Context: an optimization exercise on an open-source flow, tuned for small area, a short achievable clock period and few clock cycles per item. The choices shown serve that exercise and are no tape-out recipe. The RTL was checked by simulation tests, not by an equivalence proof against the original design. Power figures rest on the tool's default switching activity, not on a simulated workload.

## v47
## elastic_alu
module elastic_alu (
	input logic clk,
	input logic rst,
	input logic [31:0] lhs,
	input logic [3:0] lhs_op,
	input logic lhs_valid,
	output logic lhs_ready,
	input logic [31:0] rhs,
	input logic rhs_valid,
	output logic rhs_ready,
	output logic [31:0] result,
	output logic result_valid,
	input logic result_ready
);
	logic lv, rv, fire, adv;
	logic [31:0] a_l, a_r;
	logic [3:0] a_op;
	logic a_inv, a_sgn;
	logic lbusy, rbusy, lv_n, rv_n, sv_n;
	assign fire = lv & rv & adv;
	assign lhs_ready = ~lbusy;
	assign rhs_ready = ~rbusy;
	logic l_en, r_en;
	assign l_en = ~lv | fire;
	assign r_en = ~rv | fire;
	assign lv_n = l_en ? lhs_valid : lv;
	assign rv_n = r_en ? rhs_valid : rv;
	always_ff @(posedge clk or posedge rst) begin
		if (rst) begin
			lv <= 1'b0;
			rv <= 1'b0;
			lbusy <= 1'b0;
			rbusy <= 1'b0;
		end else begin
			lv <= lv_n;
			rv <= rv_n;
			lbusy <= lv_n & ~(rv_n & ~sv_n);
			rbusy <= rv_n & ~(lv_n & ~sv_n);
		end
	end
	always_ff @(posedge clk) begin
		if (l_en) begin
			a_l <= lhs;
			a_op <= lhs_op;
			a_inv <= (lhs_op == 4'd1) | ((lhs_op >= 4'd9) & (lhs_op <= 4'd14));
			a_sgn <= (lhs_op == 4'd13) | (lhs_op == 4'd14);
		end
  ...
clock: 10.0 ns
lec_check: 0
cap_margin: 20
core_margin: 2
core_utilization: 40
slew_margin: 20
synth_hierarchical: 1
standard.sh (not shown) runs the stock make flow with config.mk's settings and CLKGATE_MAP_FILE= SYNTH_SCRIPT=/design/flow/synth_recipe.tcl, a recipe that flattens the netlist after the stock synthesis.
==> flow/flow/run.sh <==
#!/bin/bash
# The standard layout (standard.sh) with two changes to the ORFS run:
#  - timing repair aims at a larger setup slack (SETUP_SLACK_MARGIN), so the
#    layout is sped up beyond the 10 ns clock it must meet;
#  - the port buffers are buf_2 cells rather than the delay-cell buffer that
#    buffer_ports picks by default (every port still gets its own buffer).
# The make output goes to make_flow.log; ORFS keeps each tool's log under orfs/logs.
set -euo pipefail
MARGIN=${MARGIN:-6.6}
PORTBUF=${PORTBUF:-sky130_fd_sc_hd__buf_2}
sed "s/\"\\\${@:-finish}\"/SETUP_SLACK_MARGIN=$MARGIN 'BUFFER_PORTS_ARGS=-buffer_cell $PORTBUF' \"\${@:-finish}\"/" standard.sh > flow/standard_own.sh
grep -q "SETUP_SLACK_MARGIN=$MARGIN" flow/standard_own.sh
bash flow/standard_own.sh > make_flow.log 2>&1
==> flow/flow/standard_own.sh <==
#!/bin/bash
# The standard flow's own layout of this design, on the ORFS make targets given (by default finish). After
# finish it leaves the final layout's DEF at /design/flow/out/final.def.
set -euo pipefail
make -C /OpenROAD-flow-scripts/flow DESIGN_CONFIG=/design/flow/config.mk WORK_HOME=/design/flow/orfs CLKGATE_MAP_FILE= SYNTH_SCRIPT=/design/flow/synth_recipe.tcl CAP_MARGIN=20 CORE_MARGIN=2 CORE_UTILIZATION=40 SLEW_MARGIN=20 SYNTH_HIERARCHICAL=1 SETUP_SLACK_MARGIN=6.6 'BUFFER_PORTS_ARGS=-buffer_cell sky130_fd_sc_hd__buf_2' "${@:-finish}"
if [[ -f /design/flow/orfs/results/sky130hd/elastic_alu/base/6_final.odb ]]; then
  : # left out here: write the final layout as DEF
fi
v47 went all the way through synthesis, placement and routing and the layout is clean on timing, DRC and antenna.
Testbench counts of v47, summed over its fixed seeds: cycles 16,032, items 16,000.
Inputs modified between v47 and v15:
-- flow/flow/run.sh --
<<< v47, line 7
# The make output goes to make_flow.log; ORFS keeps each tool's log under orfs/logs.
set -euo pipefail
MARGIN=${MARGIN:-6.6}
PORTBUF=${PORTBUF:-sky130_fd_sc_hd__buf_2}
sed "s/\"\\\${@:-finish}\"/SETUP_SLACK_MARGIN=$MARGIN 'BUFFER_PORTS_ARGS=-buffer_cell $PORTBUF' \"\${@:-finish}\"/" standard.sh > flow/standard_own.sh
>>> v15, line 7
# The make output goes to make_flow.log; ORFS keeps each tool's log under orfs/logs.
set -euo pipefail
MARGIN=${MARGIN:-6.5}
PORTBUF=${PORTBUF:-sky130_fd_sc_hd__buf_2}
sed "s/\"\\\${@:-finish}\"/SETUP_SLACK_MARGIN=$MARGIN 'BUFFER_PORTS_ARGS=-buffer_cell $PORTBUF' \"\${@:-finish}\"/" standard.sh > flow/standard_own.sh
==> flow/flow/standard_own.sh <==
#!/bin/bash
# The standard flow's own layout of this design, on the ORFS make targets given (by default finish). After
# finish it leaves the final layout's DEF at /design/flow/out/final.def.
set -euo pipefail
make -C /OpenROAD-flow-scripts/flow DESIGN_CONFIG=/design/flow/config.mk WORK_HOME=/design/flow/orfs CLKGATE_MAP_FILE= SYNTH_SCRIPT=/design/flow/synth_recipe.tcl CAP_MARGIN=20 CORE_MARGIN=2 CORE_UTILIZATION=40 SLEW_MARGIN=20 SYNTH_HIERARCHICAL=1 SETUP_SLACK_MARGIN=6.5 'BUFFER_PORTS_ARGS=-buffer_cell sky130_fd_sc_hd__buf_2' "${@:-finish}"
if [[ -f /design/flow/orfs/results/sky130hd/elastic_alu/base/6_final.odb ]]; then
  : # left out here: write the final layout as DEF
fi
==> comparison <==
Measured against each other, v47 and v15 differ in share of total power in the clock network, the lower figure coming from v15. Total design power of v15 falls short of that of v47 by a few percent. Diff v47 -> v15: number of clock-tree buffers in the layout went down about 9%, design area went down about 3.8%.
diff inputs: v15 => v44
removed: flow/flow/standard_own.sh
--- outcome ---
v44 and v15 all finish clean. Via count: v15 vs v44 — no meaningful difference. The clock insertion delay at the later pin of the skew report of v44 and that of v15 are within noise of each other. The final critical path time including I/O delays and setup of v44 and that of v15 are within noise of each other. | clock-pin transition on the worst setup and hold timing paths | v44 vs v15 | ≈ equal |.
### v44 -> v36
# v44
export LEC_CHECK = 0
export CAP_MARGIN = 20
export CORE_MARGIN = 2
export CORE_UTILIZATION = 40
export SLEW_MARGIN = 20
export SYNTH_HIERARCHICAL = 1
create_clock -name core_clock -period 10.0 [get_ports {clk}]
# v36
export LEC_CHECK = 0
export CAP_MARGIN = 5
export CORE_MARGIN = 2
export CORE_UTILIZATION = 40
export SLEW_MARGIN = 5
export SYNTH_HIERARCHICAL = 1
create_clock -name core_clock -period 10.0 [get_ports {clk}]
==> flow/flow/standard_own.sh (new file) <==
#!/bin/bash
# The standard flow's own layout of this design, on the ORFS make targets given (by default finish). After
# finish it leaves the final layout's DEF at /design/flow/out/final.def.
set -euo pipefail
make -C /OpenROAD-flow-scripts/flow DESIGN_CONFIG=/design/flow/config.mk WORK_HOME=/design/flow/orfs CLKGATE_MAP_FILE= SYNTH_SCRIPT=/design/flow/synth_recipe.tcl CAP_MARGIN=5 CORE_MARGIN=2 CORE_UTILIZATION=40 SLEW_MARGIN=5 SYNTH_HIERARCHICAL=1 SETUP_SLACK_MARGIN=6.5 'BUFFER_PORTS_ARGS=-buffer_cell sky130_fd_sc_hd__buf_2' "${@:-finish}"
if [[ -f /design/flow/orfs/results/sky130hd/elastic_alu/base/6_final.odb ]]; then
  : # left out here: write the final layout as DEF
fi
[summary]
- v36 vs v44 — routed wire length climbed slightly
- Measured against v36, the worst IR drop on VDD of v44 comes out at 0.928 times the reference value.
- Going from v44 to v36, finished layout cell area grows by about 0.6%.
- Status: number of instances in the placed design parity (v44, v36)
Modified inputs, v10 compared to v36
# v36
export LEC_CHECK = 0
export CAP_MARGIN = 5
export CORE_MARGIN = 2
export CORE_UTILIZATION = 40
export SLEW_MARGIN = 5
export SYNTH_HIERARCHICAL = 1
create_clock -name core_clock -period 10.0 [get_ports {clk}]
# v10
export LEC_CHECK = 0
export CAP_MARGIN = 0
export CORE_MARGIN = 2
export CORE_UTILIZATION = 40
export SLEW_MARGIN = 10
export SYNTH_HIERARCHICAL = 1
create_clock -name core_clock -period 10.0 [get_ports {clk}]
==> flow/flow/standard_own.sh <==
#!/bin/bash
# The standard flow's own layout of this design, on the ORFS make targets given (by default finish). After
# finish it leaves the final layout's DEF at /design/flow/out/final.def.
set -euo pipefail
make -C /OpenROAD-flow-scripts/flow DESIGN_CONFIG=/design/flow/config.mk WORK_HOME=/design/flow/orfs CLKGATE_MAP_FILE= SYNTH_SCRIPT=/design/flow/synth_recipe.tcl CAP_MARGIN=0 CORE_MARGIN=2 CORE_UTILIZATION=40 SLEW_MARGIN=10 SYNTH_HIERARCHICAL=1 SETUP_SLACK_MARGIN=6.5 'BUFFER_PORTS_ARGS=-buffer_cell sky130_fd_sc_hd__buf_2' "${@:-finish}"
if [[ -f /design/flow/orfs/results/sky130hd/elastic_alu/base/6_final.odb ]]; then
  : # left out here: write the final layout as DEF
fi
Findings:
- v10: all stages complete, timing, DRC and antenna checks passed
- As far as share of the clock period used by the worst path after layout goes, v10 and v36 are indistinguishable; the numbers are identical.
- From v10 to v36, leakage dissipation did not move at all.
- Number of flip-flops and latches: v36 vs v10 identical
- Logic depth of the worst setup path including buffers came out exactly the same in v10 and v36.
- Reported for v10 and v36, die span in y turned out identical to the last digit.
- As far as total negative slack goes, v10 and v36 are indistinguishable; the numbers are identical.
- Reported for v10 and v36, data-path buffer share of cell area in the final layout turned out identical to the last digit.
- v36 -> v10: total power delta 0, exact match
- Taking v36 as the reference, in v10 count of maximum capacitance violations held steady, combinational cell fraction of total power neither gained nor lost much.

what the ideal ports hide:
The flow's constraints put no driver on any port. The routed layouts listed below were extracted and timed again, unchanged, in two steps.
Step 1, drivers: a clkbuf_16 drives clk and a buf_2 each remaining input, both assumed.
Step 2, shift: input delay + t, output delay - t, t = (earliest + latest rising clock arrival at the registers) / 2. This alone moves slack from input paths to output paths.
a / b / c = ideal ports / drivers / drivers and shift; a / b = the first two.
| run | t (ns) | setup slack, ns | clock arrival spread, ns |
|---|---|---|---|
| v47 | 0.646 | 6.638 / 6.638 / 6.638 | 0.042 / 0.042 |
| v15 | 0.630 | 6.554 / 6.554 / 6.554 | 0.046 / 0.046 |
| v44 | 0.630 | 6.554 / 6.554 / 6.554 | 0.046 / 0.046 |
| v36 | 0.633 | 6.564 / 6.564 / 6.564 | 0.042 / 0.042 |
| v10 | 0.633 | 6.564 / 6.564 / 6.564 | 0.042 / 0.042 |
After both steps setup and hold are still met in every run listed.
